Context: an optimization exercise on an open-source flow, tuned for small area. The choices shown serve that exercise and are no tape-out recipe. At most, simulation tests tie the RTL to the original design; equivalence was not proved. No functional check of the RTL was part of runs 2 and 3. Power figures rest on the tool's default switching activity, not on a simulated workload. The flow treats the clock pin as an ideal source, which a real chip does not have.

$ cat design/flow/design.v
`timescale 1ns/100ps
package rv_pkg;
	typedef struct packed {
		logic [6:0]	funct7;
		logic [4:0]	rs2;
		logic [4:0]	rs1;
		logic [2:0]	funct3;
		logic [4:0]	rd;
		logic [6:0]	opcode;
	} r_fmt_t;
	typedef struct packed {
		logic [11:0]	imm;
		logic [4:0]		rs1;
		logic [2:0]		funct3;
		logic [4:0]		rd;
		logic [6:0]		opcode;
	} i_fmt_t;
	typedef struct packed {
		logic [6:0]	imm_hi;
		logic [4:0]	rs2;
		logic [4:0]	rs1;
		logic [2:0]	funct3;
		logic [4:0]	imm_lo;
		logic [6:0]	opcode;
	} s_fmt_t;
	typedef struct packed {
		logic		imm12;
		logic [5:0]	imm10_5;
		logic [4:0]	rs2;
		logic [4:0]	rs1;
		logic [2:0]	funct3;
		logic [3:0]	imm4_1;
		logic		imm11;
		logic [6:0]	opcode;
	} b_fmt_t;
	typedef struct packed {
		logic [19:0]	imm;
		logic [4:0]		rd;
		logic [6:0]		opcode;
	} u_fmt_t;
	typedef struct packed {
		logic		imm20;
		logic [9:0]	imm10_1;
		logic		imm11;
		logic [7:0]	imm19_12;
		logic [4:0]	rd;
		logic [6:0]	opcode;
	} j_fmt_t;
	typedef union packed {
		r_fmt_t	r_fmt;
		i_fmt_t	i_fmt;
		s_fmt_t	s_fmt;
		b_fmt_t	b_fmt;
		u_fmt_t	u_fmt;
		j_fmt_t	j_fmt;
	} instr_u;
	typedef enum logic [3:0] {
		ALU_ADD, ALU_SUB, ALU_AND, ALU_OR, ALU_XOR,
		ALU_SLL, ALU_SRL, ALU_SRA, ALU_SLT, ALU_SLTU
	} alu_op_e;
	typedef struct packed {
		alu_op_e	alu_op;
		logic		src_a_pc;
		logic		src_b_imm;
		logic		reg_we;
		logic		mem_we;
		logic		mem_re;
		logic		is_branch;
		logic		is_jal;
		logic		is_jalr;
		logic		wb_link;
		logic [2:0]	funct3;
	} ex_ctrl_t;
	typedef struct packed {
		logic				valid;
		logic [32-1:0]	pc;
		logic [32-1:0]	rs1_data;
		logic [32-1:0]	rs2_data;
		logic [32-1:0]	imm;
		logic [4:0]			rs1;
		logic [4:0]			rs2;
		logic [4:0]			rd;
		ex_ctrl_t			ctrl;
	} de_stage_t;
	typedef struct packed {
		logic				valid;
		logic [32-1:0]	pc;
		logic [4:0]			rd;
		logic				reg_we;
		logic				is_load;
		logic [32-1:0]	value;
	} ew_stage_t;
	typedef struct packed {
		logic				re;
		logic				we;
		logic [32-1:0]	addr;
		logic [32-1:0]	wdata;
	} dmem_req_t;
	typedef struct packed {
		logic				valid;
		logic [32-1:0]	pc;
		logic [4:0]			rd;
		logic				we;
		logic [32-1:0]	value;
	} retire_t;
	typedef struct packed {
		logic				we;
		logic [4:0]			rd;
		logic [32-1:0]	value;
	} wb_fwd_t;
endpackage
`timescale 1ns/100ps
module rv_regfile (
	input  logic		i_clk,
	input  logic [4:0]	i_rs1,
	input  logic [4:0]	i_rs2,
	input  logic [4:0]	i_rd,
	input  logic		i_we,
	input  logic		i_wbit,
	output logic		o_rs1_bit,
	output logic		o_rs2_bit
);
	logic [31:1][31:0]	regs;
	logic [31:0]		lsb;
	always_ff @(posedge i_clk) begin
		for (int r = 1; r < 32; r++)
			regs[r] <= {(i_we && i_rd == 5'(r)) ? i_wbit : regs[r][0], regs[r][31:1]};
	end
	always_comb begin
		lsb[0] = 1'b0;
		for (int r = 1; r < 32; r++)
			lsb[r] = regs[r][0];
	end
	assign o_rs1_bit = lsb[i_rs1];
	assign o_rs2_bit = lsb[i_rs2];
endmodule
`timescale 1ns/100ps
module rv_core (
	input  logic				i_clk,
	input  logic				i_rstn,
	output logic [32-1:0]	o_imem_addr,
	input  logic [32-1:0]	i_imem_data,
	output logic				o_dmem_re,
	output logic				o_dmem_we,
	output logic [32-1:0]	o_dmem_addr,
	output logic [32-1:0]	o_dmem_wdata,
	input  logic [32-1:0]	i_dmem_rdata,
	output logic				o_retire_valid,
	output logic [32-1:0]	o_retire_pc,
	output logic [4:0]			o_retire_rd,
	output logic				o_retire_we,
	output logic [32-1:0]	o_retire_value
);
	logic [4:0]		cnt;
	logic [1:0]		ph;
	logic [31:0]	pc;
	logic [31:0]	a;
	logic [31:0]	b;
	logic			c_alu;
	logic			c_n;
	logic			f;
	logic [4:0]		shr;
	logic [31:0]	ins;
	logic [6:0]		opc;
	logic [2:0]		f3;
	logic [4:0]		rd;
	assign ins	= i_imem_data;
	assign opc	= ins[6:0];
	assign f3	= ins[14:12];
	assign rd	= ins[11:7];
	logic is_op, is_opimm, is_lui, is_auipc, is_load, is_store, is_branch, is_jal, is_jalr;
	assign is_op		= opc == 7'b0110011;
	assign is_opimm		= opc == 7'b0010011;
	assign is_lui		= opc == 7'b0110111;
	assign is_auipc		= opc == 7'b0010111;
	assign is_load		= opc == 7'b0000011;
	assign is_store		= opc == 7'b0100011;
	assign is_branch	= opc == 7'b1100011;
	assign is_jal		= opc == 7'b1101111;
	assign is_jalr		= opc == 7'b1100111;
	logic is_alu, is_sh, is_slt, is_lw, is_sw, we;
	assign is_alu	= is_op | is_opimm;
	assign is_sh	= is_alu & (f3[1:0] == 2'b01);
	assign is_slt	= is_alu & (f3[2:1] == 2'b01);
	assign is_lw	= is_load & (f3 == 3'b010);
	assign is_sw	= is_store & (f3 == 3'b010);
	assign we		= (is_alu | is_lui | is_auipc | is_jal | is_jalr | is_lw) & (rd != 5'd0);
	logic p1, p2, p3, c0, c31, fin;
	assign p1	= ph == 2'd0;
	assign p2	= ph == 2'd1;
	assign p3	= ph == 2'd2;
	assign c0	= cnt == 5'd0;
	assign c31	= cnt == 5'd31;
	assign fin	= c31 & (is_sh ? p3 : (is_slt | is_branch | is_lw | is_sw) ? p2 : p1);
	logic [31:0] imm;
	always_comb begin
		if (is_store)
			imm = {{20{ins[31]}}, ins[31:25], ins[11:7]};
		else if (is_branch)
			imm = {{20{ins[31]}}, ins[7], ins[30:25], ins[11:8], 1'b0};
		else if (is_lui | is_auipc)
			imm = {ins[31:12], 12'b0};
		else if (is_jal)
			imm = {{12{ins[31]}}, ins[19:12], ins[20], ins[30:21], 1'b0};
		else
			imm = {{20{ins[31]}}, ins[31:20]};
	end
	logic r1, r2, pcb, immb, four;
	assign pcb	= pc[cnt];
	assign immb	= imm[cnt];
	assign four	= cnt == 5'd2;
	logic opa, opb, sub, bx, cin, sum, cout, alu;
	assign opa	= (is_auipc | is_jal | is_jalr) ? pcb :
		(is_lui | is_sw | is_sh) ? 1'b0 : r1;
	assign opb	= (is_jal | is_jalr) ? four : (is_op | is_branch | is_sw) ? r2 : immb;
	assign sub	= (is_op & f3 == 3'b000 & ins[30]) | is_slt | is_branch | (is_sh & !f3[2]);
	assign bx	= opb ^ sub;
	assign cin	= c0 ? sub : c_alu;
	assign sum	= opa ^ bx ^ cin;
	assign cout	= (opa & bx) | (opa & cin) | (bx & cin);
	always_comb begin
		alu = sum;
		if (is_alu) begin
			case (f3)
				3'b100:	alu = opa ^ opb;
				3'b110:		alu = opa | opb;
				3'b111:	alu = opa & opb;
				default:	alu = sum;
			endcase
		end
	end
	logic uns, lt, ne, cond;
	assign uns	= is_branch ? f3[1] : f3[0];
	assign lt	= (opa ^ opb) ? (uns ? opb : opa) : !cout;
	assign ne	= (!c0 & f) | (opa ^ opb);
	always_comb begin
		cond = lt;
		if (is_branch) begin
			case (f3)
				3'b000:				cond = !ne;
				3'b001:				cond = ne;
				3'b100, 3'b110:		cond = lt;
				3'b101, 3'b111:		cond = !lt;
				default:				cond = 1'b0;
			endcase
		end
	end
	logic nbase, noff, ncin, nsum, a_in;
	assign nbase	= (p1 & (is_sh | is_jalr | is_lw | is_sw)) ? r1 : pcb;
	assign noff		= (p1 ? (is_jal | is_jalr | is_lw | is_sw) : (is_branch & f)) ? immb :
		(p1 & is_sh) ? 1'b0 : four;
	assign ncin		= !c0 & c_n;
	assign nsum		= nbase ^ noff ^ ncin;
	assign a_in		= ((p1 & is_branch) | (p2 & (is_sh | is_slt))) ? a[0] :
		nsum & !(p1 & is_jalr & c0);
	logic [5:0]	spos;
	logic		src, sval, shbit;
	assign src		= a[shr];
	assign spos		= {1'b0, cnt} + {1'b0, shr};
	assign sval		= f3[2] ? !spos[5] : (spos[5] | shr == 5'd0);
	assign shbit	= sval ? src : (f3[2] & ins[30] & f);
	logic commit, val, b_in;
	assign commit	= p1 ? !(is_slt | is_sh | is_branch | is_lw | is_sw) :
		p2 & (is_slt | is_sh | is_lw);
	always_comb begin
		if (p1)
			val = alu;
		else if (is_slt)
			val = c0 & f;
		else if (is_sh)
			val = shbit;
		else
			val = c0 ? i_dmem_rdata[0] : b[0];
	end
	assign b_in	= commit ? (val & we) : (p1 & is_sw) ? alu : (p3 & is_sh) ? b[0] : 1'b0;
	rv_regfile u_regfile (
		.i_clk		(i_clk			),
		.i_rs1		(ins[19:15]		),
		.i_rs2		(ins[24:20]		),
		.i_rd		(rd				),
		.i_we		(commit & we	),
		.i_wbit		(val			),
		.o_rs1_bit	(r1				),
		.o_rs2_bit	(r2				)
	);
	logic ldp;
	assign ldp = p2 & is_lw & c0;
	always_ff @(posedge i_clk) begin
		if (!i_rstn) begin
			cnt	<= 5'd0;
			ph	<= 2'd0;
			pc	<= 32'h0000_0000;
		end else begin
			cnt	<= cnt + 5'd1;
			if (c31)
				ph <= fin ? 2'd0 : ph + 2'd1;
			if (fin)
				pc <= {a_in, a[31:1]};
		end
	end
	always_ff @(posedge i_clk) begin
		c_alu	<= cout;
		c_n		<= (nbase & noff) | (nbase & ncin) | (noff & ncin);
		a		<= {a_in, a[31:1]};
		b		<= {b_in, b[31:1] | ({31{ldp}} & i_dmem_rdata[31:1])};
		if (p1)
			f <= c31 ? cond : ne;
		else if (p2 & is_sh & sval)
			f <= src;
		if (p1 & (cnt < 5'd5))
			shr <= {alu, shr[4:1]};
	end
	assign o_imem_addr		= pc;
	assign o_dmem_re		= p1 & c31 & is_lw;
	assign o_dmem_we		= p1 & c31 & is_sw;
	assign o_dmem_addr		= {a_in, a[31:1]};
	assign o_dmem_wdata		= {b_in, b[31:1]};
	assign o_retire_valid	= fin;
	assign o_retire_pc		= pc;
	assign o_retire_rd		= rd;
	assign o_retire_we		= we;
	assign o_retire_value	= {b_in, b[31:1]};
endmodule
$ cat design/flow/run.sh
#!/bin/bash
# synth_recipe.tcl (not shown) runs the flow's synth.tcl, then flattens the netlist and writes it again
# the make line also repeats each setting of config.mk as NAME=value (left out here)
make -C /OpenROAD-flow-scripts/flow DESIGN_CONFIG=/design/flow/config.mk WORK_HOME=/design/flow/orfs CLKGATE_MAP_FILE= SYNTH_SCRIPT=/design/flow/synth_recipe.tcl finish
$ cat design/flow/config.mk
export PLATFORM = sky130hd
export DESIGN_NAME = rv_core
export DESIGN_NICKNAME = rv_core
export VERILOG_FILES = /design/flow/design.v
export SDC_FILE = /design/flow/constraint.sdc
export NUM_CORES = 4
export LEC_CHECK = 0
export CAP_MARGIN = 20
export CORE_MARGIN = 2
export CORE_UTILIZATION = 40
export SETUP_SLACK_MARGIN = 0.2
export SLEW_MARGIN = 20
$ cat design/flow/constraint.sdc
create_clock -name core_clock -period 10.0 [get_ports {i_clk}]
set_input_delay 2.0000 -clock core_clock [delete_from_list [all_inputs] [get_ports {i_clk}]]
set_output_delay 2.0000 -clock core_clock [all_outputs]
set_load 0.01 [all_outputs]
==> results of run 1 <==
-- sequential cells by signal, indices dropped and copies added, names as in the netlist --
signal          flops
u_regfile.regs    992
a                  32
b                  32
pc                 32
cnt                 5
shr                 5
ph                  2
c_alu               1
c_n                 1
f                   1
-- worst max-delay path, delay by kind of cell --
family / cells / cell delay (ns)
AOI/OAI and AO/OA: 9 / 1.89
adders and majority gates: 1 / 0.46
buffers and inverters: 2 / 1.17
muxes: 1 / 0.11
and+or+nand+nor: 4 / 1.28
-- how the worst max path moves through the flow --
stage	to	slack, ns
floorplan	o_dmem_wdata[31]	2.65
global placement	o_retire_value[31]	0.96
detailed placement	o_dmem_wdata[31]	1.02
CTS	o_dmem_wdata[31]	0.98
global route	o_dmem_wdata[31]	0.62
finish	o_dmem_wdata[31]	1.07
-- stage by stage --
stage	power (uW)	instances	hold slack, ns	utilization (%)
after floorplan	4810	1805	0.310	-
after global placement	4960	2745	0.310	44.0
after detailed placement	4960	2745	0.312	44.0
after CTS	8770	2923	0.294	49.0
after global routing	8960	2924	0.302	49.0
final	8650	2924	0.295	49.0
-- logic make-up (layout without fill, tap and decap cells) --
| kind of cell | Yosys count | in the layout |
|---|---|---|
| other | 0 | 1 |
| buffers and inverters | 201 | 446 |
| flip-flops | 1103 | 1103 |
| AO/OA/AOI/OAI | 139 | 139 |
| AND/OR/NAND/NOR | 257 | 257 |
| adder cells (fa/ha/maj) | 15 | 15 |
| multiplexers | 85 | 85 |
| XOR/XNOR | 5 | 5 |
-- cell type report --
class	instances	area [um^2]
tap	873	1090
multi-input combinational	501	3810
sequential	1103	22100
clock buffer	136	2770
timing repair buffer	250	2460
antenna	1	2.50
fill	5630	34300
inverter	18	67.6
clock inverter	42	618
-- cell usage after synthesis (5+ instances only) --
cell,n
and3_1,5
inv_1,17
nand4_1,10
o21ai_0,12
clkbuf_1,25
buf_4,135
a31oi_1,9
ha_1,13
and2_1,5
a21boi_0,27
dfxtp_1,1097
edfxtp_1,6
mux2_2,34
nor2b_1,8
a21o_1,35
nand2_1,106
buf_2,19
nand3_1,21
nand2b_1,10
mux2i_1,16
a21oi_1,13
nor3_1,21
nor2_1,44
mux4_2,35
-- routing by layer --
metal	up-vias	global-route usage, %	part of all wire (%)
met5	-	0	0.044
met4	4	7.16	4.2
met3	131	3.16	5.0
met2	407	22.5	45
met1	6175	18.8	46
li1	6152	-	-
-- where the power goes --
part	leakage (uW)	internal, uW	switching (uW)
sequential	0.00890	4450	77.0
combinational	0.00248	171	152
clock	0.00165	2220	1580
total	0.0130	6850	1810
==> metrics.md, run 1 <==
| Metric | Value |
|---|---|
| Max-cap violations | 0 |
| Critical Path Source Type | input port |
| Chip Width | 265 um |
| TritonCTS Sinks | 1,103 |
| Syn Area/Cell | 15.1 um^2 |
| Die Area | 70,200 um^2 |
| Commonest non-fill, non-tap cell in the layout | dfxtp_1 |
| Post-Synth Simple-Gate Area | 4.52% |
| RSZ-0062 raised after global routing | no |
| Resized Gates After CTS | 0 |
| Asr flop ratio synth | 0% |
| Vias in the first global route | 12,800 |
| Core area | 67,300 um^2 |
| Via density per instance | 4.40 |
| Placed Area | 29,600 um^2 |
| Syn Nets | 1,886 |
| Final hold vios | 0 |
| Hold Path Sink | u_regfile.regs[468] |
| XOR/XNOR Fraction of Synth Area | 0.161% |
| Compound-Gate Fraction of Synth Area | 3.68% |
| Yosys warnings | 2 |
| I/O pins | 235 |
| Dpl ws | 1.02 ns |
| Crit path largest cell delay | 0.69 ns |
| Pwr dens | 263 nW/um^2 |
| Share of layout cells above drive strength 1 | 12.6% |
| Drt first pass iters | 5 |
| Final ANT Viol Nets | 0 |
| Hold Path Origin | u_regfile.regs[469] |
| R2R Path Start | cnt[0] |
| Max Freq | 0.112 GHz |
| CTS max path bufs | 3 |
| First-pass GRT wire length | 76,500 um |
| Final setup viols | 0 |
| Post-route cell area | 33,000 um^2 |
| Area Growth Syn to Fin | 21.0% |
| Crit path DAT | 6.93 ns |
| Reg2reg setup slack | 5.20 ns |
| Period utilization | 89.3% |
| Clock skew | 0.0431 ns |
| Register area share after synthesis | 81.3% |
| Clock Latency Late Sink | 0.66 ns |
| Reg2reg end | u_regfile.regs[191] |
| Die Span Y | 265 um |
| Slew Limit Fails | 0 |
| Largest net degree at the start of global routing | 40 |
| Starting Density | 40.5% |
| CP Max Fanout | 12 |
| DRC Markers | 0 |
| Initial DRC Count | 700 |
| Detailed-route via count | 12,900 |
| Hold-critical path depth | 0 |
| WP data required | 8.00 ns |
| Initial antenna violation count | 4 |
| Site Rows | 95 |
| Wire per inst | 17.3 um |
| Setup tns final | 0 ns |
| Post-synth EDFFs | 6 |
| Synth top area share | 80.6% |
| CTS Buf Count | 96 |
| Status | finished clean |
| Final wirelength | 50,500 um |
| Slew Limit Headroom | 41.7% |
| Post-CTS setup buffers | 0 |
| Leading area contributor after synthesis | dfxtp_1 |
| Synth area leaders | dfxtp_1 (81%), buf_4 (3.7%), mux4_2 (2.9%), nand2_1 (1.5%), mux2_2 (1.4%) |
| Worst hold path class | reg2reg |
| Min Tclk post-route | 8.93 ns |
| Setup crit start | i_imem_data[3] |
| Routability cong. | 0.864 |
| Post-DP HPWL | 34,100 um |
| Synth cell types | 67 |
| Cell chain of the critical path | clkdlybuf4s50_1, nand4bb_1, o41ai_1, a41oi_1, nor4_1, o311ai_2, a31oi_1, nor2_2, ha_1, mux2i_1, nor2_1, a311oi_1, a21oi_1, a21oi_1, o21ai_2, a22o_1, clkdlybuf4s50_1 |
| IO Port Bufs | 234 |
| Final setup margin | 1.07 ns |
| Commonest cells after routing, fill and taps aside | dfxtp_1 (1,097), clkdlybuf4s50_1 (233), nand2_1 (106) |
| Main synth FF type | dfxtp_1 |
| Largest family of logic cells by synthesized area | multiplexers |
| GR Overflow Total | 0 |
| Reg2reg path depth | 17 |
| Maximum vdd drop | 0.152 mV |
| CP Capture Type | primary output |
| Clock root cell | clkbuf_16 |
| WS Path Type | in2out |
| CP max stage cell | nand4bb_1 |
| H-tree depth | 3 |
| CTS tree | done |
| Cell area after synthesis | 27,200 um^2 |
| Syn Inst Count | 1,805 |
| Leak pwr | 0.0130 uW |
| Actual slew at the worst max-slew pin | 0.873 ns |
| Register bit total from synthesis | 1,103 |
| Post-Synth Adder-Cell Area | 0.744% |
| Hold buffer count at cts | 0 |
| Clock-pin slew on the worst setup and hold paths | 0.06 ns |
| Tot GR Track Use | 14.4% |
| Nets | 2,051 |
| Multiplexer share of the synthesized area | 4.89% |
==> inputs of run 2 (changes only) <==
--- a/design/flow/design.v
+++ b/design/flow/design.v
@@ -114,4 +114,3 @@
 	input  logic		i_clk,
-	input  logic [4:0]	i_rs1,
-	input  logic [4:0]	i_rs2,
+	input  logic [4:0]	i_rs,
 	input  logic [4:0]	i_rd,
@@ -119,4 +118,3 @@
 	input  logic		i_wbit,
-	output logic		o_rs1_bit,
-	output logic		o_rs2_bit
+	output logic		o_rs_bit
 );
@@ -133,4 +131,3 @@
 	end
-	assign o_rs1_bit = lsb[i_rs1];
-	assign o_rs2_bit = lsb[i_rs2];
+	assign o_rs_bit = lsb[i_rs];
 endmodule
@@ -187,6 +184,10 @@
 	assign we		= (is_alu | is_lui | is_auipc | is_jal | is_jalr | is_lw) & (rd != 5'd0);
-	logic p1, p2, p3, c0, c31, fin;
-	assign p1	= ph == 2'd0;
-	assign p2	= ph == 2'd1;
-	assign p3	= ph == 2'd2;
+	logic pre, pp, p1, p2, p3, c0, c31, fin;
+	logic [1:0] eph;
+	assign pre	= is_op | is_branch | is_sw;
+	assign eph	= ph - {1'b0, pre};
+	assign pp	= pre & (ph == 2'd0);
+	assign p1	= !pp & (eph == 2'd0);
+	assign p2	= eph == 2'd1;
+	assign p3	= eph == 2'd2;
 	assign c0	= cnt == 5'd0;
@@ -207,3 +208,5 @@
 	end
-	logic r1, r2, pcb, immb, four;
+	logic r1, r2, rr, pcb, immb, four;
+	assign r1	= rr;
+	assign r2	= b[0];
 	assign pcb	= pc[cnt];
@@ -274,7 +277,6 @@
 	end
-	assign b_in	= commit ? (val & we) : (p1 & is_sw) ? alu : (p3 & is_sh) ? b[0] : 1'b0;
+	assign b_in	= commit ? (val & we) : pp ? rr : ((p1 & is_sw) | (p3 & is_sh)) ? b[0] : 1'b0;
 	rv_regfile u_regfile (
 		.i_clk		(i_clk			),
-		.i_rs1		(ins[19:15]		),
-		.i_rs2		(ins[24:20]		),
+		.i_rs		(pp ? ins[24:20] : ins[19:15]),
 		.i_rd		(rd				),
@@ -282,4 +284,3 @@
 		.i_wbit		(val			),
-		.o_rs1_bit	(r1				),
-		.o_rs2_bit	(r2				)
+		.o_rs_bit	(rr				)
 	);
==> design/flow/flow/run.sh (new file) <==
#!/bin/bash
cp standard.sh standard_sh_copy.txt 2>/dev/null
cp config.mk config_mk_copy.txt 2>/dev/null
export BUFFER_PORTS_ARGS="-buffer_cell sky130_fd_sc_hd__buf_1"
export CTS_ARGS="-sink_clustering_enable -repair_clock_nets -dont_use_dummy_load -buf_list sky130_fd_sc_hd__clkbuf_8 -sink_clustering_size 18 -sink_clustering_max_diameter 50"
bash standard.sh > standard.log 2>&1
==> design/flow/standard.sh (new file) <==
#!/bin/bash
# synth_recipe.tcl (not shown) runs the flow's synth.tcl, then flattens the netlist and writes it again
# the make line also repeats each setting of config.mk as NAME=value (left out here)
make -C /OpenROAD-flow-scripts/flow DESIGN_CONFIG=/design/flow/config.mk WORK_HOME=/design/flow/orfs CLKGATE_MAP_FILE= SYNTH_SCRIPT=/design/flow/synth_recipe.tcl "${@:-finish}"
--- a/design/flow/config.mk
+++ b/design/flow/config.mk
@@ -9,3 +9,3 @@
 export CORE_MARGIN = 2
-export CORE_UTILIZATION = 40
+export CORE_UTILIZATION = 65
 export SETUP_SLACK_MARGIN = 0.2
removed: design/flow/run.sh
==> metrics.md, run 2 <==
| Metric | Value |
|---|---|
| Crit path DAT | 7.09 ns |
| Leading area contributor after synthesis | dfxtp_1 |
| H-tree depth | 3 |
| Clock Latency Late Sink | 0.63 ns |
| Synth cell types | 78 |
| Post-synth EDFFs | 6 |
| Min Tclk post-route | 9.09 ns |
| Hold-critical path depth | 0 |
| Synth area leaders | dfxtp_1 (81%), buf_4 (2.9%), nand2_1 (1.8%), mux4_2 (1.6%), a21o_1 (0.92%) |
| GR Overflow Total | 0 |
| Via density per instance | 5.13 |
| CTS max path bufs | 3 |
| WP data required | 8.00 ns |
| Final setup margin | 0.911 ns |
| CTS Buf Count | 74 |
| IO Port Bufs | 234 |
| Commonest cells after routing, fill and taps aside | dfxtp_1 (1,097), buf_1 (234), nand2_1 (133) |
| Total power | 6670 uW |
| Vias in the first global route | 13,500 |
| Syn Nets | 1,916 |
| Final wirelength | 52,300 um |
| Reg2reg setup slack | 4.96 ns |
| Top reg by flops | u_regfile.regs |
| Reg2reg end | u_regfile.regs[607] |
| Syn Area/Cell | 14.7 um^2 |
| Starting Density | 66.0% |
| Actual slew at the worst max-slew pin | 1.09 ns |
| Drt first pass iters | 6 |
| Post-CTS setup buffers | 0 |
| Max Freq | 0.110 GHz |
| Final ANT Viol Nets | 0 |
| Die Span Y | 208 um |
| Final setup viols | 0 |
| Synth top area share | 81.3% |
| Clock skew | 0.104 ns |
| Worst hold path class | reg2reg |
| Commonest non-fill, non-tap cell in the layout | dfxtp_1 |
| Setup tns final | 0 ns |
| RSZ-0062 raised after global routing | no |
| First-pass GRT wire length | 79,500 um |
| Chip Width | 208 um |
| Wire per inst | 20.5 um |
| Slew Limit Headroom | 27.3% |
| Core area | 40,900 um^2 |
| CP Capture Type | primary output |
| Syn Inst Count | 1,838 |
| TritonCTS Sinks | 1,103 |
| Initial DRC Count | 1,005 |
| Register area share after synthesis | 81.9% |
| Largest net degree at the start of global routing | 40 |
| Clock root cell | clkbuf_8 |
| Clock-pin slew on the worst setup and hold paths | 0.10 ns |
| Nets | 2,088 |
| Leak pwr | 0.0112 uW |
| Reg2reg path depth | 15 |
| Critical Path Source Type | input port |
| R2R Path Start | cnt[0] |
| Fill count | 2,489 |
| CP Max Fanout | 32 |
| Register bit total from synthesis | 1,103 |
| Hold Path Sink | u_regfile.regs[706] |
| Period utilization | 90.9% |
| Pwr dens | 232 nW/um^2 |
| Main synth FF type | dfxtp_1 |
| WS Path Type | in2out |
| DRC Markers | 0 |
| Maximum vdd drop | 0.205 mV |
| Cell area after synthesis | 27,000 um^2 |
| Share of layout cells above drive strength 1 | 5.83% |
| Final hold vios | 0 |
| Count leader, synth | dfxtp_1 |
| Yosys warnings | 2 |
| CTS tree | done |
| Resized Gates After CTS | 0 |
| Slew Limit Fails | 0 |
| Max-cap violations | 0 |
| Status | finished clean |
| Hold buffer count at cts | 0 |
| Tot GR Track Use | 24.3% |
| Commonest cells post-synth | dfxtp_1 (1,097), nand2_1 (133), buf_4 (103) |
| Area Growth Syn to Fin | 6.24% |
| Detailed-route via count | 13,100 |
| Max reg flops | 992 |
| Routability cong. | 0.851 |
| Initial antenna violation count | 12 |
| I/O pins | 235 |
| Site Rows | 74 |
| Dpl ws | 0.893 ns |
| Post-DP HPWL | 34,400 um |
| Hold Path Origin | u_regfile.regs[707] |
| Asr flop ratio synth | 0% |
| Die Area | 43,200 um^2 |
==> run 2: cell count changes in the layout (fill, tap and decap cells not counted), sizes merged, moves of 8 or more <==
cell / change
clkinv: -20
mux4: -16
a21oi: +8
o21ai: +47
o31ai: +15
nor2: -17
clkdlybuf4s50: -233
buf: +226
bufinv: -10
mux2: -30
clkbuf: -62
nand2: +27
==> run 2: critical path: stages <==
cell      delay [ns]
buf_1           0.44
nor3b_2         0.12
o311ai_4        0.53
inv_4           0.14
nand3_1         0.21
nand2_1         0.22
or4_1           0.59
a31o_1          0.24
a221o_1         0.44
a22oi_4         0.27
ha_1            0.35
o31a_1          0.26
o32a_1          0.37
o21ai_4         0.13
buf_4           0.36
o22ai_1         0.20
buf_1           0.19
==> run 2: area by class of cell <==
cell class,instances,area (um^2),share of cell area (%)
flip-flops and latches,1103,22100,77.1
repair buffers,243,946,3.30
well taps,532,666,2.32
diodes,7,17.5,0.0610
multi-input cells,568,3840,13.4
clock buffers,74,1020,3.55
inverters,20,77.6,0.270
==> run 2: metal layers <==
layer  GRT usage (%)  share of wire, %  up-vias
li1                -                 -     6277
met3            5.60               5.4      102
met5               0              0.13        -
met4            9.29               2.8       10
met1            30.7                43     6256
met2            40.9                49      418
==> run 2: logic make-up after synthesis <==
kind of cell | after synthesis | synth area share [%]
AO/OA/AOI/OAI | 225 | 5.85
buffers and inverters | 167 | 3.87
multiplexers | 45 | 2.57
adder cells (fa/ha/maj) | 13 | 0.621
flip-flops | 1103 | 81.9
XOR/XNOR | 7 | 0.227
AND/OR/NAND/NOR | 278 | 4.92
==> run 2: how the worst max path moves through the flow <==
stage	slack, ns	from	cells past startpoint	end
final	0.91	i_imem_data[14]	17	o_retire_value[31]
after global routing	0.59	i_imem_data[14]	17	o_retire_value[31]
after CTS	0.87	i_imem_data[14]	17	o_retire_value[31]
after detailed placement	0.89	i_imem_data[14]	17	o_retire_value[31]
after global placement	0.92	i_imem_data[14]	17	o_retire_value[31]
after floorplan	2.02	i_imem_data[13]	17	o_dmem_wdata[31]
==> run 2: report_power, final <==
| part | total, uW | leakage, uW | switching, uW | internal, uW |
|---|---|---|---|---|
| clock | 1880 | 0.000532 | 1210 | 669 |
| combinational | 272 | 0.00181 | 159 | 113 |
| sequential | 4510 | 0.00890 | 68.1 | 4440 |
==> run 2: per-stage QoR <==
stage                     std cells  hold slack [ns]  area (um^2)  utilization [%]
after CTS                      2540            0.267        28700             70.1
after detailed placement       2466            0.312        27700             67.6
after global routing           2542            0.273        28700             70.1
final                          2547            0.280        28700             70.1
after floorplan                1838            0.310        27000                -
after global placement         2466            0.310        27700             67.6
==> inputs of run 3 (changes only) <==
==> design/flow/flow/run.sh (replaced) <==
#!/bin/bash
cp standard.sh standard_sh_copy.txt 2>/dev/null
cp config.mk config_mk_copy.txt 2>/dev/null
export BUFFER_PORTS_ARGS="-buffer_cell sky130_fd_sc_hd__buf_1"
export CTS_ARGS="-sink_clustering_enable -repair_clock_nets -dont_use_dummy_load -buf_list sky130_fd_sc_hd__clkbuf_16 -sink_clustering_size 30 -sink_clustering_max_diameter 80"
bash standard.sh > standard.log 2>&1
==> metrics.md, run 3 <==
| Metric | Value |
|---|---|
| Synth top area share | 81.3% |
| Main synth FF type | dfxtp_1 |
| Synth cell types | 78 |
| Asr flop ratio synth | 0% |
| I/O pins | 235 |
| Final hold vios | 0 |
| CP Capture Type | primary output |
| Reg2reg path depth | 15 |
| R2R Path Start | cnt[0] |
| Fill count | 2,490 |
| Pwr dens | 236 nW/um^2 |
| Actual slew at the worst max-slew pin | 1.09 ns |
| Routability cong. | 0.851 |
| Commonest cells post-synth | dfxtp_1 (1,097), nand2_1 (133), buf_4 (103) |
| Setup crit start | i_imem_data[14] |
| Crit path to | o_retire_value[31] |
| Largest net degree at the start of global routing | 40 |
| Post-CTS setup buffers | 0 |
| Post-DP HPWL | 34,400 um |
| Die Area | 43,200 um^2 |
| Cell chain of the critical path | buf_1, nor3b_2, o311ai_4, inv_4, nand3_1, nand2_1, or4_1, a31o_1, a221o_1, a22oi_4, ha_1, o31a_1, o32a_1, o21ai_4, buf_4, o22ai_1, buf_1 |
| Die Span Y | 208 um |
| Dpl cells | 2,466 |
| CTS max path bufs | 3 |
| GR Overflow Total | 0 |
| Via density per instance | 5.22 |
| Max-cap violations | 0 |
| Worst hold path class | reg2reg |
| Area Growth Syn to Fin | 6.52% |
| Reg2reg setup slack | 5.00 ns |
| Syn Inst Count | 1,838 |
| CP Max Fanout | 32 |
| Cell area after synthesis | 27,000 um^2 |
| IO Port Bufs | 234 |
| Critical Path Source Type | input port |
| Nets | 2,058 |
| Max reg flops | 992 |
| Crit path largest cell delay | 0.59 ns |
| Leading area contributor after synthesis | dfxtp_1 |
| Hold buffer count at cts | 0 |
| Count leader, synth | dfxtp_1 |
| Initial DRC Count | 1,062 |
| RSZ-0062 raised after global routing | no |
| CTS tree | done |
| Slew Limit Fails | 0 |
| H-tree depth | 2 |
| Hold-critical path depth | 0 |
| CTS Buf Count | 44 |
| Commonest cells after routing, fill and taps aside | dfxtp_1 (1,097), buf_1 (234), nand2_1 (133) |
| FF+latch area | 22,100 um^2 |
| Clock-pin slew on the worst setup and hold paths | 0.11 ns |
| Wire per inst | 21.6 um |
| Crit path top cell by count | buf_1 |
| WP data required | 8.00 ns |
| Vias in the first global route | 13,400 |
| Tot GR Track Use | 25.2% |
| Share of layout cells above drive strength 1 | 4.40% |
| TritonCTS Sinks | 1,103 |
| Site Rows | 74 |
| Maximum vdd drop | 0.211 mV |
| CP Depth | 17 |
| Register area share after synthesis | 81.9% |
| Top reg by flops | u_regfile.regs |
| Final setup viols | 0 |
| Commonest non-fill, non-tap cell in the layout | dfxtp_1 |
| Syn Nets | 1,916 |
| Setup tns final | 0 ns |
| Clock Latency Late Sink | 0.62 ns |
| Period utilization | 91.4% |
| Crit path DAT | 7.14 ns |
| Reg2reg end | u_regfile.regs[319] |
| Core area | 40,900 um^2 |
| Final wirelength | 54,200 um |
| Clock root cell | clkbuf_16 |
| Min Tclk post-route | 9.14 ns |
| Syn Area/Cell | 14.7 um^2 |
| Yosys warnings | 2 |
| Delay-heaviest family, CP | compound AO/OA/AOI/OAI gates |
| DRC Markers | 0 |
| Register bit total from synthesis | 1,103 |
| Detailed-route via count | 13,100 |
| Layout Cells excl Fill | 2,514 |
| Slew Limit Headroom | 27.0% |
| WS Path Type | in2out |
| Multi-input combinational cell area | 3840 um^2 |
| CP max stage cell | or4_1 |
| Crit path buf inv count | 4 |
| Starting Density | 66.0% |
| Synth area leaders | dfxtp_1 (81%), buf_4 (2.9%), nand2_1 (1.8%), mux4_2 (1.6%), a21o_1 (0.92%) |
| Final ANT Viol Nets | 0 |
| Max Freq | 0.109 GHz |
| Post-synth EDFFs | 6 |
| Resized Gates After CTS | 0 |
| Drt first pass iters | 5 |
| Initial antenna violation count | 6 |
| Status | finished clean |
| Clock skew | 0.121 ns |
| Chip Width | 208 um |
| First-pass GRT wire length | 82,200 um |
| Leak pwr | 0.0113 uW |
run 3: cell count changes in the layout (fill, tap and decap cells not counted), sizes merged:
cell | previous run | this run
clkbuf | 74 | 44
diode | 7 | 4
run 3: layout make-up:
class / count / area share, %
Antenna cell: 4 / 0.0348
Timing Repair Buffer: 243 / 3.29
Inverter: 20 / 0.270
Sequential cell: 1103 / 76.9
Clock buffer: 44 / 3.83
Multi-Input combinational cell: 568 / 13.3
Tap cell: 532 / 2.31
run 3: kinds of logic after synthesis:
family                     after synthesis  synth area share [%]
AOI/OAI and AO/OA                      225                  5.85
xor gates and xnor gates                 7                 0.227
adders and majority gates               13                 0.621
buffers and inverters                  167                  3.87
DFF                                   1103                  81.9
muxes                                   45                  2.57
and+or+nand+nor                        278                  4.92
run 3: power by group:
group          internal, uW  switching [uW]  leakage [uW]  total (uW)
logic                   113             160       0.00181         273
clock network           795            1220      0.000542        2010
registers              4450            68.0       0.00890        4510
total                  5350            1450        0.0113        6800
run 3: worst register-to-register path, stage by stage (launching register included):
cell,delay (ns)
dfxtp_1,0.67
buf_4,0.46
mux2i_1,0.36
o21ai_0,0.17
a211o_1,0.32
o211ai_1,0.18
o2111ai_1,0.23
o21ai_0,0.30
o21ai_0,0.25
inv_1,0.20
ha_1,0.33
o31a_1,0.26
o32a_1,0.37
o21ai_4,0.13
buf_4,0.36
o21ai_1,0.28
run 3: metal layers:
metal / routed length [um] / GRT usage (%) / vias up
li1: - / - / 6220
met1: 23100 / 32.5 / 6325
met2: 26600 / 43.1 / 469
met3: 2620 / 3.66 / 108
met4: 1930 / 10.0 / 4
met5: 27 / 0 / -
run 3: worst min-delay path by stage:
stage,from,to
after floorplan,u_regfile.regs[1],u_regfile.regs[0]
after global placement,u_regfile.regs[213],u_regfile.regs[212]
after detailed placement,u_regfile.regs[353],u_regfile.regs[352]
after CTS,u_regfile.regs[795],u_regfile.regs[794]
after global routing,u_regfile.regs[967],u_regfile.regs[966]
final,u_regfile.regs[795],u_regfile.regs[794]
run 3: metrics by stage:
step / power, uW / instance area (um^2) / setup WS [ns] / utilization (%) / hold WS, ns
2_1_floorplan: 4810 / 27000 / 2.02 / - / 0.310
3_3_place_gp: 4880 / 27700 / 0.923 / 67.6 / 0.310
3_5_place_dp: 4880 / 27700 / 0.893 / 67.6 / 0.312
4_1_cts: 6830 / 28800 / 0.864 / 70.3 / 0.297
5_1_grt: 6990 / 28800 / 0.575 / 70.3 / 0.298
6_report: 6800 / 28800 / 0.862 / 70.3 / 0.290
==> inputs of run 4 (changes only) <==
--- a/design/flow/design.v
+++ b/design/flow/design.v
@@ -152,2 +152,4 @@
 	logic [1:0]		ph;
+	logic			upd;		 
+	logic			ufrom_a;	 
 	logic [31:0]	pc;
@@ -184,3 +186,3 @@
 	assign we		= (is_alu | is_lui | is_auipc | is_jal | is_jalr | is_lw) & (rd != 5'd0);
-	logic pre, pp, p1, p2, p3, c0, c31, fin;
+	logic pre, pp, p1, p2, c0, c31, fin;
 	logic [1:0] eph;
@@ -191,6 +193,5 @@
 	assign p2	= eph == 2'd1;
-	assign p3	= eph == 2'd2;
 	assign c0	= cnt == 5'd0;
 	assign c31	= cnt == 5'd31;
-	assign fin	= c31 & (is_sh ? p3 : (is_slt | is_branch | is_lw | is_sw) ? p2 : p1);
+	assign fin	= c31 & !upd & ((is_sh | is_slt | is_branch | is_lw | is_sw) ? p2 : p1);
 	logic [31:0] imm;
@@ -211,3 +212,3 @@
 	assign r2	= b[0];
-	assign pcb	= pc[cnt];
+	assign pcb	= a[0];
 	assign immb	= imm[cnt];
@@ -251,9 +252,15 @@
 	logic nbase, noff, ncin, nsum, a_in;
-	assign nbase	= (p1 & (is_sh | is_jalr | is_lw | is_sw)) ? r1 : pcb;
-	assign noff		= (p1 ? (is_jal | is_jalr | is_lw | is_sw) : (is_branch & f)) ? immb :
-		(p1 & is_sh) ? 1'b0 : four;
+	assign nbase	= upd ? pc[0] : (p1 & (is_sh | is_jalr | is_lw | is_sw)) ? r1 : pcb;
+	assign noff		= upd ? four : p1 ? ((is_jal | is_jalr | is_lw | is_sw) & immb) :
+		f ? immb : four;
 	assign ncin		= !c0 & c_n;
 	assign nsum		= nbase ^ noff ^ ncin;
-	assign a_in		= ((p1 & is_branch) | (p2 & (is_sh | is_slt))) ? a[0] :
-		nsum & !(p1 & is_jalr & c0);
+	always_comb begin
+		if (upd)
+			a_in = (ph != 2'd3) & (ufrom_a ? a[0] : nsum);
+		else if ((p1 & (is_sh | is_jal | is_jalr | is_lw | is_sw)) | (p2 & is_branch))
+			a_in = nsum & !(p1 & is_jalr & c0);
+		else
+			a_in = a[0];
+	end
 	logic [5:0]	spos;
@@ -265,4 +272,4 @@
 	logic commit, val, b_in;
-	assign commit	= p1 ? !(is_slt | is_sh | is_branch | is_lw | is_sw) :
-		p2 & (is_slt | is_sh | is_lw);
+	assign commit	= !upd & (p1 ? !(is_slt | is_sh | is_branch | is_lw | is_sw) :
+		p2 & (is_slt | is_sh | is_lw));
 	always_comb begin
@@ -277,3 +284,3 @@
 	end
-	assign b_in	= commit ? (val & we) : pp ? rr : ((p1 & is_sw) | (p3 & is_sh)) ? b[0] : 1'b0;
+	assign b_in	= commit ? (val & we) : pp ? rr : (p1 & is_sw) ? b[0] : 1'b0;
 	rv_regfile u_regfile (
@@ -291,10 +298,14 @@
 			cnt	<= 5'd0;
-			ph	<= 2'd0;
-			pc	<= 32'h0000_0000;
+			ph	<= 2'd3;
+			upd	<= 1'b1;
 		end else begin
 			cnt	<= cnt + 5'd1;
-			if (c31)
-				ph <= fin ? 2'd0 : ph + 2'd1;
-			if (fin)
-				pc <= {a_in, a[31:1]};
+			if (c31) begin
+				if (upd | fin) begin
+					ph	<= 2'd0;
+					upd	<= !upd;
+				end else begin
+					ph	<= ph + 2'd1;
+				end
+			end
 		end
@@ -302,2 +313,8 @@
 	always_ff @(posedge i_clk) begin
+		if (fin)
+			ufrom_a <= is_jal | is_jalr | is_branch;
+		if (upd)
+			pc <= {a_in, pc[31:1]};
+	end
+	always_ff @(posedge i_clk) begin
 		c_alu	<= cout;
@@ -314,4 +331,4 @@
 	assign o_imem_addr		= pc;
-	assign o_dmem_re		= p1 & c31 & is_lw;
-	assign o_dmem_we		= p1 & c31 & is_sw;
+	assign o_dmem_re		= p1 & c31 & is_lw & !upd;
+	assign o_dmem_we		= p1 & c31 & is_sw & !upd;
 	assign o_dmem_addr		= {a_in, a[31:1]};
==> design/flow/flow/run.sh (replaced) <==
#!/bin/bash
cp standard.sh standard_sh_copy.txt 2>/dev/null
cp config.mk config_mk_copy.txt 2>/dev/null
export BUFFER_PORTS_ARGS="-buffer_cell sky130_fd_sc_hd__buf_1"
export CTS_ARGS="-sink_clustering_enable -repair_clock_nets -dont_use_dummy_load -buf_list sky130_fd_sc_hd__clkbuf_8 -sink_clustering_size 18 -sink_clustering_max_diameter 50"
bash standard.sh > standard.log 2>&1
==> metrics.md, run 4 <==
| Metric | Value |
|---|---|
| Status | finished clean |
| Register bit total from synthesis | 1,105 |
| Syn Nets | 1,769 |
| RSZ-0062 raised after global routing | no |
| Slew Limit Headroom | 27.1% |
| Maximum vdd drop | 0.169 mV |
| Count leader, synth | dfxtp_1 |
| Max reg flops | 992 |
| GR Overflow Total | 0 |
| Multiplexer share of the synthesized area | 2.06% |
| Synth cell types | 79 |
| H-tree depth | 3 |
| Initial antenna violation count | 3 |
| Post-CTS setup buffers | 0 |
| Post-route cell area | 28,700 um^2 |
| Die Span Y | 207 um |
| Pwr dens | 224 nW/um^2 |
| Leak pwr | 0.0114 uW |
| Main synth FF type | dfxtp_1 |
| M1 GR Usage | 29.8% |
| Busiest grt layer | met2 |
| Wire per inst | 19.8 um |
| Slew Limit Fails | 0 |
| Crit path DAT | 7.16 ns |
| WS Path Type | in2out |
| Chip Width | 207 um |
| Drt first pass iters | 5 |
| Via density per instance | 5.13 |
| IO Port Bufs | 234 |
| Routability cong. | 0.874 |
| Syn Area/Cell | 15.8 um^2 |
| Setup tns final | 0 ns |
| I/O pins | 235 |
| Hold-critical path depth | 0 |
| Max-cap violations | 0 |
| Clock root cell | clkbuf_8 |
| Initial DRC Count | 767 |
| TritonCTS Sinks | 1,105 |
| First-pass GRT wire length | 70,700 um |
| Multi-input combinational cell area | 3470 um^2 |
| Register area share after synthesis | 84.0% |
| Resized Gates After CTS | 0 |
| Vias in the first global route | 12,500 |
| M2 GR Usage | 35.8% |
| Clock-pin slew on the worst setup and hold paths | 0.10 ns |
| Clock Latency Late Sink | 0.66 ns |
| Syn Inst Count | 1,690 |
| Min Hold Slack | 0.274 ns |
| Detailed-route via count | 12,500 |
| Post-Synth Simple-Gate Area | 4.01% |
| CTS tree | done |
| Starting Density | 65.7% |
| Core area | 40,700 um^2 |
| Max Freq | 0.109 GHz |
| Final setup margin | 0.843 ns |
| Hold buffer count at cts | 0 |
| CTS Buf Count | 75 |
| Period utilization | 91.6% |
| Ant diodes | 0 |
| Site Rows | 74 |
| Final wirelength | 48,000 um |
| Reg2reg path depth | 18 |
| Clock skew | 0.0990 ns |
| Post-Synth Adder-Cell Area | 0.635% |
| Post-DP HPWL | 32,800 um |
| Yosys warnings | 2 |
| Leading area contributor after synthesis | dfxtp_1 |
| Placed Area | 27,700 um^2 |
| Top reg by flops | u_regfile.regs |
| Cell area after synthesis | 26,800 um^2 |
| Global Route met3 Usage | 4.18% |
| Final ANT Viol Nets | 0 |
| Commonest cells post-synth | dfxtp_1 (1,066), buf_4 (73), o21ai_0 (62) |
| Nets | 1,977 |
| Final core utilization | 70.4% |
| Tot GR Track Use | 22.1% |
| CP Max Fanout | 14 |
| Min Tclk post-route | 9.16 ns |
| Fill count | 2,432 |
| XOR/XNOR Fraction of Synth Area | 0.131% |
| Final setup viols | 0 |
| FF+latch area | 22,500 um^2 |
| Commonest cells after routing, fill and taps aside | dfxtp_1 (1,066), buf_1 (234), clkbuf_8 (75) |
| Asr flop ratio synth | 0% |
| Critical Path Source Type | input port |
| CP Capture Type | primary output |
| Largest family of logic cells by synthesized area | compound AO/OA/AOI/OAI gates |
| Actual slew at the worst max-slew pin | 1.08 ns |
| Share of layout cells above drive strength 1 | 7.23% |
| Worst hold path class | reg2reg |
| CTS max path bufs | 3 |
| Compound-Gate Fraction of Synth Area | 6.10% |
| DRC Markers | 0 |
| Synth top area share | 79.7% |
| Commonest non-fill, non-tap cell in the layout | dfxtp_1 |
| Die Area | 42,800 um^2 |
| WP data required | 8.00 ns |
| Largest net degree at the start of global routing | 44 |
| Dpl ws | 0.929 ns |
| Synth area leaders | dfxtp_1 (80%), edfxtp_1 (4.4%), buf_4 (2.0%), mux4_2 (1.3%), o21ai_0 (1.2%) |
| Final hold vios | 0 |
| Post-synth EDFFs | 39 |
| Area Growth Syn to Fin | 7.11% |
-- run 4: changes by cell type in the layout (fill, tap and decap cells not counted), sizes merged, moves of 6 or more --
cell and change:
edfxtp +33, o31ai -10, o211ai +10, o21ai +8, nand2 -98, a21oi -6
dfxtp -31, o41ai +27, clkbuf +31, a21boi -28
-- run 4: path summary, 6_finish.rpt --
| kind | from | end | slack (ns) |
|---|---|---|---|
| max | i_imem_data[12] | o_dmem_wdata[31] | 0.84 |
| min | u_regfile.regs[854] | u_regfile.regs[853] | 0.27 |
| max reg2reg | ph[0] | u_regfile.regs[671] | 4.94 |
| min reg2reg | u_regfile.regs[854] | u_regfile.regs[853] | 0.27 |
-- run 4: critical path, cell delays in order --
cell,delay (ns)
buf_1,0.50
nor3b_1,0.17
o311ai_4,0.58
inv_2,0.28
a21oi_1,0.74
o21ai_0,0.17
a32oi_1,0.23
nand4_1,0.17
a31oi_1,0.33
or2_4,0.19
inv_1,0.08
ha_1,0.40
o31ai_1,0.23
nand3_1,0.13
a41oi_1,0.33
a41oi_4,0.07
a21oi_4,0.17
o21ai_1,0.18
buf_1,0.18
-- run 4: cell type report --
type	instances	share of cell area [%]
repair buffers	242	3.27
well taps	532	2.32
inverters	20	0.262
multi-input cells	454	12.1
flip-flops and latches	1105	78.5
clock buffers	75	3.60
-- run 4: power by group --
group | internal (uW) | switching (uW)
clock network | 677 | 1180
logic | 41.5 | 86.7
registers | 4420 | 5.45
-- run 4: kinds of logic after synthesis --
kind of cell | after synthesis
AO/OA/AOI/OAI | 211
XOR/XNOR | 4
adder cells (fa/ha/maj) | 13
buffers and inverters | 131
flip-flops | 1105
multiplexers | 36
AND/OR/NAND/NOR | 190
-- run 4: routing by layer --
metal / wire (um) / vias up / part of all wire (%)
li1: - / 5972 / -
met1: 21700 / 5999 / 45
met2: 22400 / 396 / 47
met3: 2570 / 92 / 5.4
met4: 1350 / 0 / 2.8
met5: 0 / - / 0
-- run 4: through the flow --
stage                     cells  power, uW
final                      2428       6410
after global routing       2428       6600
after CTS                  2428       6460
after detailed placement   2353       4650
after global placement     2353       4660
after floorplan            1690       4610
==> inputs of run 5 (changes only) <==
--- a/design/flow/config.mk
+++ b/design/flow/config.mk
@@ -12 +12,2 @@
 export SLEW_MARGIN = 20
+export SYNTH_HIERARCHICAL = 1
==> metrics.md, run 5 <==
| Metric | Value |
|---|---|
| Commonest cells after routing, fill and taps aside | dfxtp_1 (1,065), buf_1 (234), clkbuf_8 (74) |
| Commonest cells post-synth | dfxtp_1 (1,066), buf_4 (75), nand2_1 (49) |
| WP data required | 8.00 ns |
| Max Freq | 0.109 GHz |
| Layout Cells excl Fill | 2,345 |
| Worst hold path class | reg2reg |
| CP max stage cell | mux4_1 |
| Site Rows | 73 |
| WS Path Type | in2out |
| Asr flop ratio synth | 0% |
| Final wirelength | 45,500 um |
| CTS tree | done |
| Main synth FF type | dfxtp_1 |
| Clock skew | 0.0807 ns |
| Pwr dens | 226 nW/um^2 |
| Min Hold Slack | 0.311 ns |
| GR Overflow Total | 0 |
| Crit path DAT | 7.17 ns |
| Final hold vios | 0 |
| Crit path top cell by count | nand2_1 |
| Dpl ws | 0.667 ns |
| Crit path largest cell delay | 0.52 ns |
| Wire per inst | 19.4 um |
| Hold buffer count at cts | 0 |
| Setup tns final | 0 ns |
| CTS Buf Count | 74 |
| Die Span Y | 205 um |
| Via density per instance | 4.92 |
| DRC Markers | 0 |
| Detailed-route via count | 11,500 |
| Clock root cell | clkbuf_8 |
| Slew Limit Fails | 0 |
| IO Port Bufs | 234 |
| Post-synth EDFFs | 39 |
| Share of layout cells above drive strength 1 | 7.97% |
| Chip Width | 205 um |
| Synth area leaders | dfxtp_1 (81%), edfxtp_1 (4.5%), buf_4 (2.1%), mux4_2 (1.5%), mux2_2 (1.3%) |
| CTS max path bufs | 3 |
| Yosys warnings | 8 |
| Status | finished clean |
| Starting Density | 65.9% |
| Routability cong. | 0.893 |
| Core area | 39,800 um^2 |
| Leading area contributor after synthesis | dfxtp_1 |
| Area Growth Syn to Fin | 7.52% |
| Largest net degree at the start of global routing | 43 |
| Die Area | 42,000 um^2 |
| Cell area after synthesis | 26,200 um^2 |
| Maximum vdd drop | 0.170 mV |
| Post-CTS setup buffers | 0 |
| Tot GR Track Use | 22.0% |
| Initial DRC Count | 717 |
| TritonCTS Sinks | 1,105 |
| Resized Gates After CTS | 0 |
| Vias in the first global route | 11,600 |
| Register area share after synthesis | 85.8% |
| Clock Latency Late Sink | 0.65 ns |
| Commonest non-fill, non-tap cell in the layout | dfxtp_1 |
| Synth top area share | 81.4% |
| RSZ-0062 raised after global routing | no |
| Syn Area/Cell | 16.4 um^2 |
| Syn Nets | 1,681 |
| Final setup margin | 0.833 ns |
| Final setup viols | 0 |
| Register bit total from synthesis | 1,105 |
| Initial antenna violation count | 2 |
| Cell chain of the critical path | buf_1, nor4b_4, nor3_1, a211oi_2, nand2_1, inv_1, nand2_1, nand2_1, mux2i_1, mux4_1, nor3_1, or4_1, nand3_1, o21ai_1, inv_1, ha_1, nor2_1, a211oi_1, a311oi_1, a21oi_1, nor2_1, a31oi_2, o2bb2ai_1, buf_1 |
| Post-DP HPWL | 31,500 um |
| CP Capture Type | primary output |
| Max-cap violations | 0 |
| Critical Path Source Type | input port |
| First-pass GRT wire length | 68,100 um |
| Nets | 1,902 |
| Total power | 6360 uW |
| Top reg by flops | u_regfile.regs |
| Drt first pass iters | 5 |
| Period utilization | 91.7% |
| Min Tclk post-route | 9.17 ns |
| Actual slew at the worst max-slew pin | 0.997 ns |
| Max reg flops | 992 |
| Count leader, synth | dfxtp_1 |
| Dpl cells | 2,270 |
| I/O pins | 235 |
| H-tree depth | 3 |
| Synth cell types | 73 |
| Syn Inst Count | 1,600 |
| Final ANT Viol Nets | 0 |
| Leak pwr | 0.0113 uW |
| CP Max Fanout | 11 |
| Slew Limit Headroom | 33.5% |
| Clock-pin slew on the worst setup and hold paths | 0.10 ns |
[run 5: cell count changes in the layout (fill, tap and decap cells not counted), moves of 5 or more]
cell	previous run	this run
nand3_1	26	15
o21ai_0	62	12
nor4_1	8	2
o41ai_1	12	1
mux2_2	1	31
o41ai_2	17	0
and2_1	13	8
o211ai_1	11	3
nor2b_1	6	12
a31oi_1	8	1
nand2_1	34	48
nor2_1	26	33
[run 5: final cells by class]
cell class	count	area (um^2)
Inverter	16	60.1
Clock buffer	74	1020
Timing Repair Buffer	243	946
Multi-Input combinational cell	381	3010
Antenna cell	1	2.50
Sequential cell	1105	22500
Fill cell	2329	11600
Tap cell	525	657
[run 5: logic make-up (layout without fill, tap and decap cells)]
family                     count (synthesis)  after routing  share of synthesized area (%)
adders and majority gates                 15             15                          0.773
and+or+nand+nor                          187            187                           3.82
buffers and inverters                    114            333                           2.79
xor gates and xnor gates                   6              6                          0.200
DFF                                     1105           1105                           85.8
AOI/OAI and AO/OA                        105            105                           2.92
muxes                                     68             68                           3.68
other                                      0              1                              0
[run 5: final timing paths]
path	startpoint	end	slack, ns	cells after the start
worst max register to register	ph[0]	u_regfile.regs[991]	5.14	22
worst min-delay path	u_regfile.regs[47]	u_regfile.regs[46]	0.31	0
worst min register to register	u_regfile.regs[47]	u_regfile.regs[46]	0.31	0
worst max-delay path	i_imem_data[6]	o_dmem_wdata[31]	0.83	24
[run 5: metrics by stage]
| stage | cell area, um^2 | utilization [%] |
|---|---|---|
| 2_1_floorplan | 26200 | - |
| 3_3_place_gp | 27200 | 68.3 |
| 6_report | 28200 | 70.8 |
| 3_5_place_dp | 27200 | 68.3 |
| 4_1_cts | 28200 | 70.8 |
| 5_1_grt | 28200 | 70.8 |
[run 5: worst max-delay path, delay by kind of cell]
family	cells	cell delay (ns)
and+or+nand+nor	10	1.74
AOI/OAI and AO/OA	7	1.58
buffers and inverters	4	0.79
muxes	2	0.66
adders and majority gates	1	0.38
[run 5: per-layer routing]
metal	vias to the layer above	GRT usage, %	part of all wire (%)	wire length [um]
li1	5565	-	-	-
met1	5511	28.8	44	20200
met2	361	36.4	47	21500
met3	89	4.74	5.4	2440
met4	0	7.76	2.8	1260
met5	-	0	0	0
[run 5: Yosys stat by module (local to each module, per instance)]
module	area, um^2	cells	times used	flops+latches
rv_regfile	20800	1105	1	992
rv_core	5480	495	1	113
[run 5: power by group]
part           internal (uW)  switching, uW  leakage, uW
Sequential              4420           4.60      0.00904
Clock                    668           1170     0.000532
Combinational           35.9           62.0      0.00174
==> inputs of run 6 (changes only) <==
==> design/flow/flow/run.sh (replaced) <==
#!/bin/bash
export BUFFER_PORTS_ARGS="-buffer_cell sky130_fd_sc_hd__buf_1"
export CTS_ARGS="-sink_clustering_enable -repair_clock_nets -dont_use_dummy_load -buf_list sky130_fd_sc_hd__clkbuf_4 -sink_clustering_size 10 -sink_clustering_max_diameter 30"
bash standard.sh > standard.log 2>&1
==> metrics.md, run 6 <==
| Metric | Value |
|---|---|
| Status | finished clean |
| Syn Nets | 1,681 |
| GR Overflow Total | 0 |
| Min Tclk post-route | 9.21 ns |
| CP Capture Type | primary output |
| Reg2reg path depth | 22 |
| Clock skew | 0.110 ns |
| Register bit total from synthesis | 1,105 |
| Die Span Y | 205 um |
| Crit path DAT | 7.21 ns |
| Crit path buf inv count | 5 |
| Clock-pin slew on the worst setup and hold paths | 0.09 ns |
| Initial antenna violation count | 3 |
| Cell area after synthesis | 26,200 um^2 |
| Area Growth Syn to Fin | 7.74% |
| Multiplexer share of the synthesized area | 3.68% |
| CTS tree | done |
| Worst hold path class | reg2reg |
| WP data required | 8.00 ns |
| XOR/XNOR Fraction of Synth Area | 0.200% |
| Syn Inst Count | 1,600 |
| Core area | 39,800 um^2 |
| FF+latch area | 22,500 um^2 |
| Maximum vdd drop | 0.177 mV |
| Post-Synth Adder-Cell Area | 0.773% |
| Delay-heaviest family, CP | compound AO/OA/AOI/OAI gates |
| Leading area contributor after synthesis | dfxtp_1 |
| Reg2reg end | u_regfile.regs[991] |
| Final setup viols | 0 |
| Period utilization | 92.1% |
| Final ANT Viol Nets | 0 |
| Chip Width | 205 um |
| DRC Markers | 0 |
| Vias in the first global route | 12,100 |
| Largest net degree at the start of global routing | 43 |
| Cell chain of the critical path | buf_1, nor4b_4, nor3_1, a211oi_2, nand2_1, inv_1, nand2_1, nand2_1, mux4_2, inv_1, a2111oi_0, or4_1, nand3_1, o21ai_1, inv_1, ha_1, nor2_1, a211oi_1, a311oi_1, a21oi_1, nor2_1, a31oi_2, o2bb2ai_1, buf_1 |
| Reg2reg setup slack | 5.11 ns |
| TritonCTS Sinks | 1,105 |
| Initial DRC Count | 647 |
| CTS max path bufs | 3 |
| CP Max Fanout | 11 |
| Fill count | 2,398 |
| RSZ-0062 raised after global routing | no |
| Setup crit start | i_imem_data[6] |
| Critical Path Source Type | input port |
| H-tree depth | 4 |
| Actual slew at the worst max-slew pin | 1.02 ns |
| Largest family of logic cells by synthesized area | simple AND/OR/NAND/NOR gates |
| Final wirelength | 46,000 um |
| CP Depth | 24 |
| Multi-input combinational cell area | 3010 um^2 |
| Detailed-route via count | 11,900 |
| Die Area | 42,000 um^2 |
| R2R Path Start | ph[1] |
| Commonest cells after routing, fill and taps aside | dfxtp_1 (1,065), buf_1 (234), clkbuf_4 (143) |
| Slew Limit Headroom | 31.9% |
| Post-DP HPWL | 31,500 um |
| CP max stage cell | nor4b_4 |
| Yosys warnings | 8 |
| Synth top area share | 81.4% |
| Crit path to | o_dmem_wdata[31] |
| Final hold vios | 0 |
| Share of layout cells above drive strength 1 | 11.3% |
| Clock root cell | clkbuf_4 |
| Setup tns final | 0 ns |
| Leak pwr | 0.0114 uW |
| First-pass GRT wire length | 69,500 um |
| Syn Area/Cell | 16.4 um^2 |
| Main synth FF type | dfxtp_1 |
| Register area share after synthesis | 85.8% |
| Via density per instance | 4.92 |
| IO Port Bufs | 234 |
| Max-cap violations | 0 |
| Nets | 1,971 |
| I/O pins | 235 |
| Top reg by flops | u_regfile.regs |
| Site Rows | 73 |
| Max Freq | 0.109 GHz |
| Commonest cells post-synth | dfxtp_1 (1,066), buf_4 (75), nand2_1 (49) |
| Starting Density | 65.9% |
| Compound-Gate Fraction of Synth Area | 2.92% |
| Pwr dens | 226 nW/um^2 |
| Tot GR Track Use | 22.4% |
| Post-Synth Simple-Gate Area | 3.82% |
| Asr flop ratio synth | 0% |
| Clock Latency Late Sink | 0.82 ns |
| Synth area leaders | dfxtp_1 (81%), edfxtp_1 (4.5%), buf_4 (2.1%), mux4_2 (1.5%), mux2_2 (1.3%) |
| Count leader, synth | dfxtp_1 |
| Commonest non-fill, non-tap cell in the layout | dfxtp_1 |
| Min Hold Slack | 0.268 ns |
| Drt first pass iters | 5 |
| Post-CTS setup buffers | 0 |
| Routability cong. | 0.893 |
| Max reg flops | 992 |
| Total power | 6390 uW |
| CTS Buf Count | 143 |
| Post-synth EDFFs | 39 |
| WS Path Type | in2out |
| Slew Limit Fails | 0 |
| Crit path largest cell delay | 0.43 ns |
| Wire per inst | 19.1 um |
| Synth cell types | 73 |
run 6: changes by cell type in the layout (fill, tap and decap cells not counted), sizes merged:
cell / before / now
clkbuf: 74 / 143
diode: 1 / 2
run 6: area by class of cell:
cell class,instances,share of cell area [%]
flip-flops and latches,1105,79.7
repair buffers,243,3.35
clock buffers,143,3.80
well taps,525,2.32
diodes,2,0.0177
inverters,16,0.212
multi-input cells,381,10.6
run 6: worst reg2reg max path: cells and delay by family (launching register included):
family,cells,cell delay (ns)
mux,3,1.04
simple gates,8,1.16
compound gates,5,0.98
fa+ha+maj,2,0.59
buf+inv,4,0.72
flops,1,0.38
run 6: Yosys stat by module (local to each module, per instance):
module | times used | area [um^2] | flops+latches | cells inside
rv_core | 1 | 5480 | 113 | 495
rv_regfile | 1 | 20800 | 992 | 1105
run 6: power by group:
group	switching, uW	internal (uW)
Sequential	4.59	4420
Combinational	62.6	36.0
Clock	1200	659
Total	1270	5120
run 6: logic make-up after synthesis:
kind of cell | after synthesis
AO/OA/AOI/OAI | 105
multiplexers | 68
XOR/XNOR | 6
AND/OR/NAND/NOR | 187
adder cells (fa/ha/maj) | 15
flip-flops | 1105
buffers and inverters | 114
run 6: per-layer routing:
metal / GRT usage [%] / wire, um / up-vias
met5: 0 / 13 / -
met4: 8.20 / 1170 / 2
met3: 6.25 / 2700 / 93
met2: 36.5 / 21800 / 375
met1: 28.7 / 20400 / 5669
li1: - / - / 5753
run 6: worst min-delay path by stage:
stage,cells after the start,from,to,slack (ns)
detailed placement,0,u_regfile.regs[506],u_regfile.regs[505],0.31
floorplan,0,u_regfile.regs[1],u_regfile.regs[0],0.31
CTS,0,u_regfile.regs[314],u_regfile.regs[313],0.27
global placement,0,u_regfile.regs[275],u_regfile.regs[274],0.31
finish,0,u_regfile.regs[535],u_regfile.regs[534],0.27
global route,0,u_regfile.regs[314],u_regfile.regs[313],0.26
run 6: repair_timing:
action                     CTS  global route
hold buffers                 0             0
setup endpoints to repair    0             2
resized for setup            0             2
run 6: through the flow:
step	instance area [um^2]	util, %	setup WS (ns)	instances
floorplan	26200	-	1.78	1600
global placement	27200	68.3	0.887	2270
detailed placement	27200	68.3	0.667	2270
CTS	28300	71.0	0.652	2413
global route	28300	71.0	0.301	2415
finish	28300	71.0	0.786	2415
==> inputs of run 7 (changes only) <==
==> design/flow/flow/run.sh (replaced) <==
#!/bin/bash
export BUFFER_PORTS_ARGS="-buffer_cell sky130_fd_sc_hd__buf_1"
export CTS_ARGS="-sink_clustering_enable -repair_clock_nets -dont_use_dummy_load -buf_list sky130_fd_sc_hd__clkbuf_8 -sink_clustering_size 20 -sink_clustering_max_diameter 40"
bash standard.sh > standard.log 2>&1
==> metrics.md, run 7 <==
| Metric | Value |
|---|---|
| Status | finished clean |
| Initial DRC Count | 659 |
| Nets | 1,916 |
| Register area share after synthesis | 85.8% |
| Final wirelength | 45,200 um |
| Via density per instance | 4.88 |
| Chip Width | 205 um |
| Max Freq | 0.109 GHz |
| Tot GR Track Use | 21.9% |
| Syn Nets | 1,681 |
| First-pass GRT wire length | 67,800 um |
| Die Span Y | 205 um |
| DRC Markers | 0 |
| Syn Area/Cell | 16.4 um^2 |
| Commonest non-fill, non-tap cell in the layout | dfxtp_1 |
| Crit path DAT | 7.14 ns |
| Pwr dens | 229 nW/um^2 |
| Post-synth EDFFs | 39 |
| Commonest cells after routing, fill and taps aside | dfxtp_1 (1,065), buf_1 (234), clkbuf_8 (88) |
| Slew Limit Headroom | 33.3% |
| Wire per inst | 19.2 um |
| Critical Path Source Type | input port |
| Register bit total from synthesis | 1,105 |
| H-tree depth | 3 |
| Dpl cells | 2,270 |
| Drt first pass iters | 5 |
| Max reg flops | 992 |
| Final ANT Viol Nets | 0 |
| I/O pins | 235 |
| WS Path Type | in2out |
| Yosys warnings | 8 |
| Hold-critical path depth | 0 |
| Worst hold path class | reg2reg |
| Post-DP HPWL | 31,500 um |
| Setup tns final | 0 ns |
| Top reg by flops | u_regfile.regs |
| Initial antenna violation count | 3 |
| Starting Density | 65.9% |
| Main synth FF type | dfxtp_1 |
| Synth area leaders | dfxtp_1 (81%), edfxtp_1 (4.5%), buf_4 (2.1%), mux4_2 (1.5%), mux2_2 (1.3%) |
| RSZ-0062 raised after global routing | no |
| Synth cell types | 73 |
| Asr flop ratio synth | 0% |
| Cell area after synthesis | 26,200 um^2 |
| Largest net degree at the start of global routing | 43 |
| CTS max path bufs | 3 |
| Clock Latency Late Sink | 0.68 ns |
| FF+latch area | 22,500 um^2 |
| Reg2reg setup slack | 5.17 ns |
| CTS tree | done |
| Leading area contributor after synthesis | dfxtp_1 |
| Leak pwr | 0.0114 uW |
| Core area | 39,800 um^2 |
| Maximum vdd drop | 0.195 mV |
| Slew Limit Fails | 0 |
| Syn Inst Count | 1,600 |
| Dpl ws | 0.667 ns |
| Synth top area share | 81.4% |
| Final hold vios | 0 |
| Count leader, synth | dfxtp_1 |
| Resized Gates After CTS | 0 |
| WP data required | 8.00 ns |
| Final core utilization | 71.3% |
| IO Port Bufs | 234 |
| Clock-pin slew on the worst setup and hold paths | 0.10 ns |
| Period utilization | 91.4% |
| Final setup margin | 0.857 ns |
| Hold buffer count at cts | 0 |
| CTS Buf Count | 88 |
| Layout Cells excl Fill | 2,360 |
| Multi-input combinational cell area | 3010 um^2 |
## run 7: cell counts after synthesis
Identical to the previous run, type by type.
## run 7: logic make-up after synthesis
kind of cell / synth area share, %
buffers and inverters: 2.79
AOI/OAI and AO/OA: 2.92
muxes: 3.68
xor gates and xnor gates: 0.200
DFF: 85.8
and+or+nand+nor: 3.82
adders and majority gates: 0.773
## run 7: per-layer routing
metal	wire (um)	global-route usage, %
met1	20100	28.6
met4	1620	9.64
met2	21100	35.2
met3	2460	4.93
met5	0	0
## run 7: worst max-delay path: stages
cell       delay, ns
buf_1           0.22
nor4b_4         0.43
nor3_1          0.09
a211oi_2        0.27
nand2_1         0.23
inv_1           0.20
nand2_1         0.08
nand2_1         0.35
mux2i_1         0.14
mux4_1          0.52
nor3_1          0.12
or4_1           0.21
nand3_1         0.09
o21ai_1         0.32
inv_1           0.14
ha_1            0.38
nor2_1          0.06
a211oi_1        0.23
a311oi_1        0.08
a21oi_1         0.19
nor2_1          0.07
a31oi_2         0.16
o2bb2ai_1       0.31
buf_1           0.24
## run 7: worst max-delay path by stage
stage | from | end | slack (ns) | cells past startpoint
floorplan | i_imem_data[6] | o_dmem_wdata[31] | 1.78 | 25
global placement | i_imem_data[6] | o_dmem_wdata[31] | 0.89 | 24
detailed placement | i_imem_data[6] | o_dmem_wdata[31] | 0.67 | 24
CTS | i_imem_data[6] | o_dmem_wdata[31] | 0.65 | 24
global route | i_imem_data[6] | o_dmem_wdata[31] | 0.30 | 24
finish | i_imem_data[6] | o_dmem_wdata[31] | 0.86 | 24
## run 7: area by class of cell
class / instances / area share [%]
Antenna cell: 2 / 0.0176
Clock buffer: 88 / 4.26
Inverter: 16 / 0.211
Multi-Input combinational cell: 381 / 10.6
Sequential cell: 1105 / 79.3
Tap cell: 525 / 2.31
Timing Repair Buffer: 243 / 3.33
## run 7: stage by stage
| step | hold WS, ns | total power, uW | area, um^2 |
|---|---|---|---|
| after detailed placement | 0.312 | 4620 | 27200 |
| after global routing | 0.275 | 6700 | 28400 |
| after global placement | 0.310 | 4630 | 27200 |
| after floorplan | 0.310 | 4580 | 26200 |
| final | 0.269 | 6500 | 28400 |
| after CTS | 0.275 | 6560 | 28400 |
## run 7: modules after synthesis, one instance, submodules excluded
module / copies in the design / flip-flops and latches / cells / cell area [um^2]
rv_regfile: 1 / 992 / 1105 / 20800
rv_core: 1 / 113 / 495 / 5480
## run 7: report_power, final
| group | internal [uW] | switching [uW] |
|---|---|---|
| Clock | 786 | 1190 |
| Combinational | 35.9 | 61.7 |
| Sequential | 4420 | 4.56 |
